This is an optimization exercise on Yosys and OpenROAD, whose aim is small area, a short achievable clock period and few clock cycles per item, not a production implementation.
Where RTL was checked, it was by simulation tests only, not by an equivalence proof against the original.
Power and IR drop assume default switching activity.

== the previous run ==
## soc_curve_interp_validate
module soc_curve_interp_validate #(
  parameter int NUM_POINTS = 8
) (
  input  logic        clk,
  input  logic        rst,
  input  logic        cfg_wen,
  input  logic        cfg_index,
  input  logic [7:0]  cfg_data,
  input  logic        in_valid,
  output logic        in_ready,
  input  logic [19:0] in_data,
  output logic        out_valid,
  input  logic        out_ready,
  output logic [15:0] out_data
);
export LEC_CHECK = 0
export ABC_AREA = 1
export CAP_MARGIN = 20
export CORE_MARGIN = 2
export CORE_UTILIZATION = 40
export CTS_BUF_LIST = sky130_fd_sc_hd__clkbuf_8
export CTS_CLUSTER_DIAMETER = 150
export CTS_CLUSTER_SIZE = 50
export SETUP_SLACK_MARGIN = 5
export SLEW_MARGIN = 20
create_clock -name core_clock -period 10.0 [get_ports {clk}]
standard.sh (not shown) runs the stock make flow with config.mk's settings and CLKGATE_MAP_FILE= SYNTH_SCRIPT=/design/flow/synth_recipe.tcl, a recipe that flattens the netlist after the stock synthesis.
==> flow/flow/run.sh <==
#!/bin/bash
set -euo pipefail
MARGIN=${FLOW_SETUP_MARGIN:-6.6}
export BUFFER_PORTS_ARGS="-buffer_cell sky130_fd_sc_hd__buf_1"
sed "s/SETUP_SLACK_MARGIN=[0-9.]*/SETUP_SLACK_MARGIN=${MARGIN}/" standard.sh > standard_margin.sh
bash standard_margin.sh > standard.log 2>&1
Testbench counts of the previous run, summed over its fixed seeds: cycles 3,376, items 3,200.
What the current run does differently from the previous run at the input level:
--- a/flow/design.v
+++ b/flow/design.v
@@ -16,21 +16,21 @@
   logic [7:0] ve;
   logic [6:0] mt;
   logic       busy;
   always_ff @(posedge clk) begin
     if (rst) begin
       ve <= 8'd53;
       mt <= 7'd5;
     end else begin
       if (cfg_wen && cfg_index) mt <= cfg_data[6:0];
       if (cfg_wen && !cfg_index) ve <= cfg_data;
-      else if (busy && eseg != 3'd5) ve <= {ve[1:0], ve[7:2]};
+      else if (busy) ve <= {ve[1:0], ve[7:2]};
     end
   end
   logic [2:0]  eseg;    
   logic [1:0]  ebit;
   logic [13:0] acc;
   logic [1:0]  vbits;
   logic [15:0] mk;      
   logic [15:0] acc_sum;
   logic [13:0] acc_next;
   logic [4:0]  t1;
@@ -99,36 +99,37 @@
   assign mk[1] = kt_new_n41 & ~mk[8];
   assign acc_sum  = {2'b0, (ebit == 2'd0) ? 14'd0 : acc} + mk;
   assign acc_next = acc_sum[15:2];
   always_ff @(posedge clk) begin
     if (rst || (cfg_wen && !cfg_index)) begin
       busy <= 1'b1;
       eseg <= 3'd0;
       ebit <= 2'd0;
     end else if (busy) begin
       ebit <= ebit + 2'd1;
-      if (ebit == 2'd3) eseg <= eseg + 3'd1;
-      if (eseg == 3'd5) busy <= 1'b0;
+      if (ebit == 2'd3) begin
+        eseg <= eseg + 3'd1;
+        if (eseg == 3'd4) busy <= 1'b0;
+      end
     end
   end
   always_ff @(posedge clk) begin
     acc <= acc_next;
   end
   always_ff @(posedge clk) begin
-    if (busy && ebit == 2'd0) begin
+    if (busy && ebit == 2'd3) begin
       case (eseg)
-        3'd1: t1 <= acc[11:7];
-        3'd2: t2 <= acc[12:7];
-        3'd3: t3 <= acc[13:7];
-        3'd4: t4 <= acc[13:7];
-        3'd5: t5 <= acc[12:7];
-        default: ;
+        3'd0: t1 <= acc_next[11:7];
+        3'd1: t2 <= acc_next[12:7];
+        3'd2: t3 <= acc_next[13:7];
+        3'd3: t4 <= acc_next[13:7];
+        default: t5 <= acc_next[12:7];
       endcase
     end
   end
   logic [2:0] t6;
   logic [1:0] t7;
   logic t67_new_n14, t67_new_n15, t67_new_n16, t67_new_n17, t67_new_n18, t67_new_n19, t67_new_n21, t67_new_n22, t67_new_n23, t67_new_n24, t67_new_n25, t67_new_n26, t67_new_n27, t67_new_n28, t67_new_n30, t67_new_n31, t67_new_n32, t67_new_n33, t67_new_n34, t67_new_n35, t67_new_n36, t67_new_n37, t67_new_n38, t67_new_n39, t67_new_n40, t67_new_n41, t67_new_n42, t67_new_n43, t67_new_n44, t67_new_n45, t67_new_n46, t67_new_n47, t67_new_n48, t67_new_n51;
   assign t67_new_n14 = ve[7] & ve[6];
   assign t67_new_n15 = ve[2] & ve[1];
   assign t67_new_n16 = ~ve[3] & ~t67_new_n15;
   assign t67_new_n17 = ve[7] & ve[5];
@@ -539,21 +540,21 @@
   logic [6:0] s_e, s_t, h_e, h_t;
   logic       h_free, r1_en, r0_en;
   assign h_free = !out_valid || out_ready;
   assign r1_en  = !r1_v || !s_v;
   assign r0_en  = !r0_v || r1_en;
   logic       r0_v_n, r1_v_n, s_v_n, busy_n;
   always_comb begin
     r0_v_n = r0_en ? (in_valid && in_ready) : r0_v;
     r1_v_n = r1_en ? r0_v : r1_v;
     s_v_n  = h_free ? 1'b0 : (s_v || r1_v);
-    busy_n = (cfg_wen && !cfg_index) || (busy && eseg != 3'd5);
+    busy_n = (cfg_wen && !cfg_index) || (busy && !(ebit == 2'd3 && eseg == 3'd4));
   end
   always_ff @(posedge clk) begin
     if (rst) begin
       r0_v      <= 1'b0;
       r1_v      <= 1'b0;
       s_v       <= 1'b0;
       out_valid <= 1'b0;
       in_ready  <= 1'b0;
     end else begin
       r0_v      <= r0_v_n;
==> comparison <==
Delta (the current run minus the previous run): net switching fraction of the power up 0.15 points, power density over the cells fell about 2%. | relative contribution of sequential cells to total power | lower: the current run |. The current run: number of clock buffers in the layout is 1 higher than what the previous run reported. Layout-stage area growth over the synthesis result is higher on the current run. Re worst path setup slack after routing: the current run and the previous run aren't equal, and the higher value belongs to the previous run. Changes observed in the current run relative to the previous run: routed wire length went up, static leakage has increased.
Testbench counts of the current run, summed over its fixed seeds: cycles 3,368, items 3,200.

* * *

soc_curve_interp_validate, a different RTL version from the one above (not shown whole).
Size in the first run: roughly 980 cells after synthesis.
==> flow/config.mk <==
export PLATFORM = sky130hd
export DESIGN_NAME = soc_curve_interp_validate
export DESIGN_NICKNAME = soc_curve_interp_validate
export VERILOG_FILES = /design/flow/design.v
export SDC_FILE = /design/flow/constraint.sdc
export NUM_CORES = 4
export LEC_CHECK = 0
export ABC_AREA = 1
export CAP_MARGIN = 20
export CORE_MARGIN = 2
export CORE_UTILIZATION = 50
export CTS_BUF_LIST = sky130_fd_sc_hd__clkbuf_8
export CTS_CLUSTER_DIAMETER = 150
export CTS_CLUSTER_SIZE = 50
export SETUP_SLACK_MARGIN = 5
export SLEW_MARGIN = 20
==> flow/constraint.sdc <==
create_clock -name core_clock -period 10.0 [get_ports {clk}]
set_input_delay 2.0000 -clock core_clock [delete_from_list [all_inputs] [get_ports {clk}]]
set_output_delay 2.0000 -clock core_clock [all_outputs]
set_load 0.01 [all_outputs]
==> flow/flow/run.sh <==
#!/bin/bash
set -euo pipefail
MARGIN=${FLOW_SETUP_MARGIN:-6.7}
export BUFFER_PORTS_ARGS="-buffer_cell sky130_fd_sc_hd__buf_1"
sed "s/SETUP_SLACK_MARGIN=[0-9.]*/SETUP_SLACK_MARGIN=${MARGIN}/" standard.sh > standard_margin.sh
bash standard_margin.sh > standard.log 2>&1
The first run ran to the end with no violations.
Edit:
--- a/flow/design.v
+++ b/flow/design.v
@@ -529,43 +529,42 @@
   logic [6:0] tol;
   logic [7:0] d;
   logic [6:0] ad;
   logic       ok;
   assign tol = (r1_t < mt) ? mt : r1_t;
   assign d   = {1'b0, r1_c} - {1'b0, r1_e};
   assign ad  = d[7] ? 7'(-d) : d[6:0];
-  assign ok  = ad < tol;
+  assign ok  = (ad < r1_t) || (ad < mt);
   logic       s_v;
   logic       s_ok, h_ok;
   logic [6:0] s_e, s_t, h_e, h_t;
   logic       h_free, r1_en, r0_en;
   assign h_free = !out_valid || out_ready;
   assign r1_en  = !r1_v || !s_v;
   assign r0_en  = !r0_v || r1_en;
-  logic       r0_v_n, r1_v_n, s_v_n, busy_n, busy_long_n;
+  logic       r0_v_n, r1_v_n, s_v_n, busy_n;
   always_comb begin
     r0_v_n = r0_en ? (in_valid && in_ready) : r0_v;
     r1_v_n = r1_en ? r0_v : r1_v;
     s_v_n  = h_free ? 1'b0 : (s_v || r1_v);
     busy_n = (cfg_wen && !cfg_index) || (busy && eseg != 3'd5);
-    busy_long_n = (cfg_wen && !cfg_index) || (busy && eseg != 3'd5 && !(eseg == 3'd4 && ebit == 2'd3));
   end
   always_ff @(posedge clk) begin
     if (rst) begin
       r0_v      <= 1'b0;
       r1_v      <= 1'b0;
       s_v       <= 1'b0;
       out_valid <= 1'b0;
       in_ready  <= 1'b0;
     end else begin
       r0_v      <= r0_v_n;
       r1_v      <= r1_v_n;
       s_v       <= s_v_n;
       out_valid <= h_free ? (s_v || r1_v) : 1'b1;
-      in_ready  <= !busy_long_n && (!r0_v_n || !r1_v_n || !s_v_n);
+      in_ready  <= !busy_n && (!r0_v_n || !r1_v_n || !s_v_n);
     end
   end
   always_ff @(posedge clk) begin
     if (r0_en) begin
       v    <= in_data[19:7];
       r0_c <= in_data[6:0];
     end
Effect: Hold slack improved by 0.0033 ns; flip-flop and latch count is unchanged; global-route usage came out higher by 1.2 points; total power came out higher by 3.3%; final area came out higher by about 1.8%.
Testbench counts after the change, summed over its fixed seeds: cycles 3,376, items 3,200.
Function not checked in the first run of this note: the RTL went through the layout flow alone.

* * *

soc_curve_interp_validate, a different RTL version from the one above (not shown whole).
Size: roughly 1000 cells after synthesis, roughly 52 I/O pins, roughly 7400 µm² of cells after synthesis.
Settings: LEC_CHECK=0, ABC_AREA=1, CAP_MARGIN=20, CORE_MARGIN=2, CORE_UTILIZATION=40, SETUP_SLACK_MARGIN=5, SLEW_MARGIN=20; clock period 10.0 ns.
run.sh (not shown) runs the stock make flow with config.mk's settings and CLKGATE_MAP_FILE= SYNTH_SCRIPT=/design/flow/synth_recipe.tcl, a recipe that flattens the netlist after the stock synthesis.
Stock flow here: none of the scripts above is used.
Rerun with:
--- a/flow/design.v
+++ b/flow/design.v
@@ -538,36 +538,35 @@
     case (sg)
       3'd1: t_raw = {2'd0, t1};
       3'd2: t_raw = {1'd0, t2};
       3'd3: t_raw = t3;
       3'd4: t_raw = t4;
       3'd5: t_raw = {1'd0, t5};
       3'd6: t_raw = {4'd0, t6};
       default: t_raw = {5'd0, t7};
     endcase
   end
   assign tol = (t_raw < mt) ? mt : t_raw;
-  logic [7:0] w_hi, w_lo;
-  assign w_hi = {1'b0, in_data[6:0]} + {1'b0, tol};
-  assign w_lo = {1'b0, in_data[6:0]} - {1'b0, tol};
   logic hold_free;
   assign hold_free = !out_valid || out_ready;
   assign in_ready  = hold_free && !busy;
-  logic [6:0] r_e;
+  logic [6:0] r_e, r_c;
   logic [6:0] r_t;
-  logic [7:0] r_hi, r_lo;
   always_ff @(posedge clk) begin
     if (rst) out_valid <= 1'b0;
     else if (hold_free) out_valid <= in_valid && !busy;
   end
   always_ff @(posedge clk) begin
     if (hold_free) begin
       r_e  <= e;
+      r_c  <= in_data[6:0];
       r_t  <= tol;
-      r_hi <= w_hi;
-      r_lo <= w_lo;
     end
   end
+  logic [7:0] d;
+  logic [6:0] ad;
   logic ok;
-  assign ok = ({1'b0, r_e} < r_hi) && (r_lo[7] || (r_e > r_lo[6:0]));
+  assign d  = {1'b0, r_c} - {1'b0, r_e};
+  assign ad = d[7] ? 7'(-d) : d[6:0];
+  assign ok = ad < r_t;
   assign out_data = {ok, r_e, 1'b0, r_t};
 endmodule
=> Die area drops by 9.9%; via count drops by 9.3%; cell area drops by 15%; register-to-register slack improved by 0.02 ns; core utilization drops by 3.4 points; setup slack improved by 0.50 ns; clock-buffer cell count drops by 3; non-clock buffer count drops by 39; clock power drops by about 4%; first-iteration DRC count climbs by 31%; total power drops by 18%; area after synthesis drops by 10%; cell count drops by 8.9%.
Testbench counts after the change, summed over its fixed seeds: cycles 3,352, items 3,200.
Only the layout flow was run in the first run of this note; the RTL was not checked for function there.

[what the ideal ports hide]
In the flow no input, the clock included, has a driving cell. The finished layouts below were timed again as built, in two steps.
Step 1, drivers: a clkbuf_16 drives clk and a buf_2 each remaining input, both assumed.
Step 2, shift: input delay + t, output delay - t, t = (earliest + latest rising clock arrival at the registers) / 2. This alone moves slack from input paths to output paths.
a / b / c = ideal / step 1 / step 2; a / b = the first two.
run | t (ns) | setup slack, ns | hold WS [ns] | slew at the worst register clock pin (ns) | worst data-port slew with drivers (ns)
the previous run | 0.484 | 6.785 / 6.785 / 6.463 | 0.427 / 0.427 / 0.427 | 0.10 / 0.10 | 0.04
the current run | 0.480 | 6.665 / 6.665 / 6.665 | 0.435 / 0.435 / 0.435 | 0.09 / 0.09 | 0.04
the first run of note 2 | 0.484 | 6.842 / 6.842 / 6.559 | 0.420 / 0.420 / 0.420 | 0.09 / 0.09 | 0.04
the second run of note 2 | 0.490 | 6.911 / 6.911 / 6.643 | 0.424 / 0.424 / 0.424 | 0.09 / 0.09 | 0.04
the first run of note 3 | 0.390 | 4.343 / 4.326 / 3.936 | 0.526 / 0.526 / 0.526 | 0.07 / 0.07 | 0.07
the second run of note 3 | 0.397 | 4.846 / 4.802 / 4.849 | 0.501 / 0.501 / 0.501 | 0.07 / 0.07 | 0.04
After both steps every run listed still meets setup and hold. For the first run of note 3, which loses most, drivers alone change the setup slack by -0.017 ns; drivers and shift together by -0.407 ns.
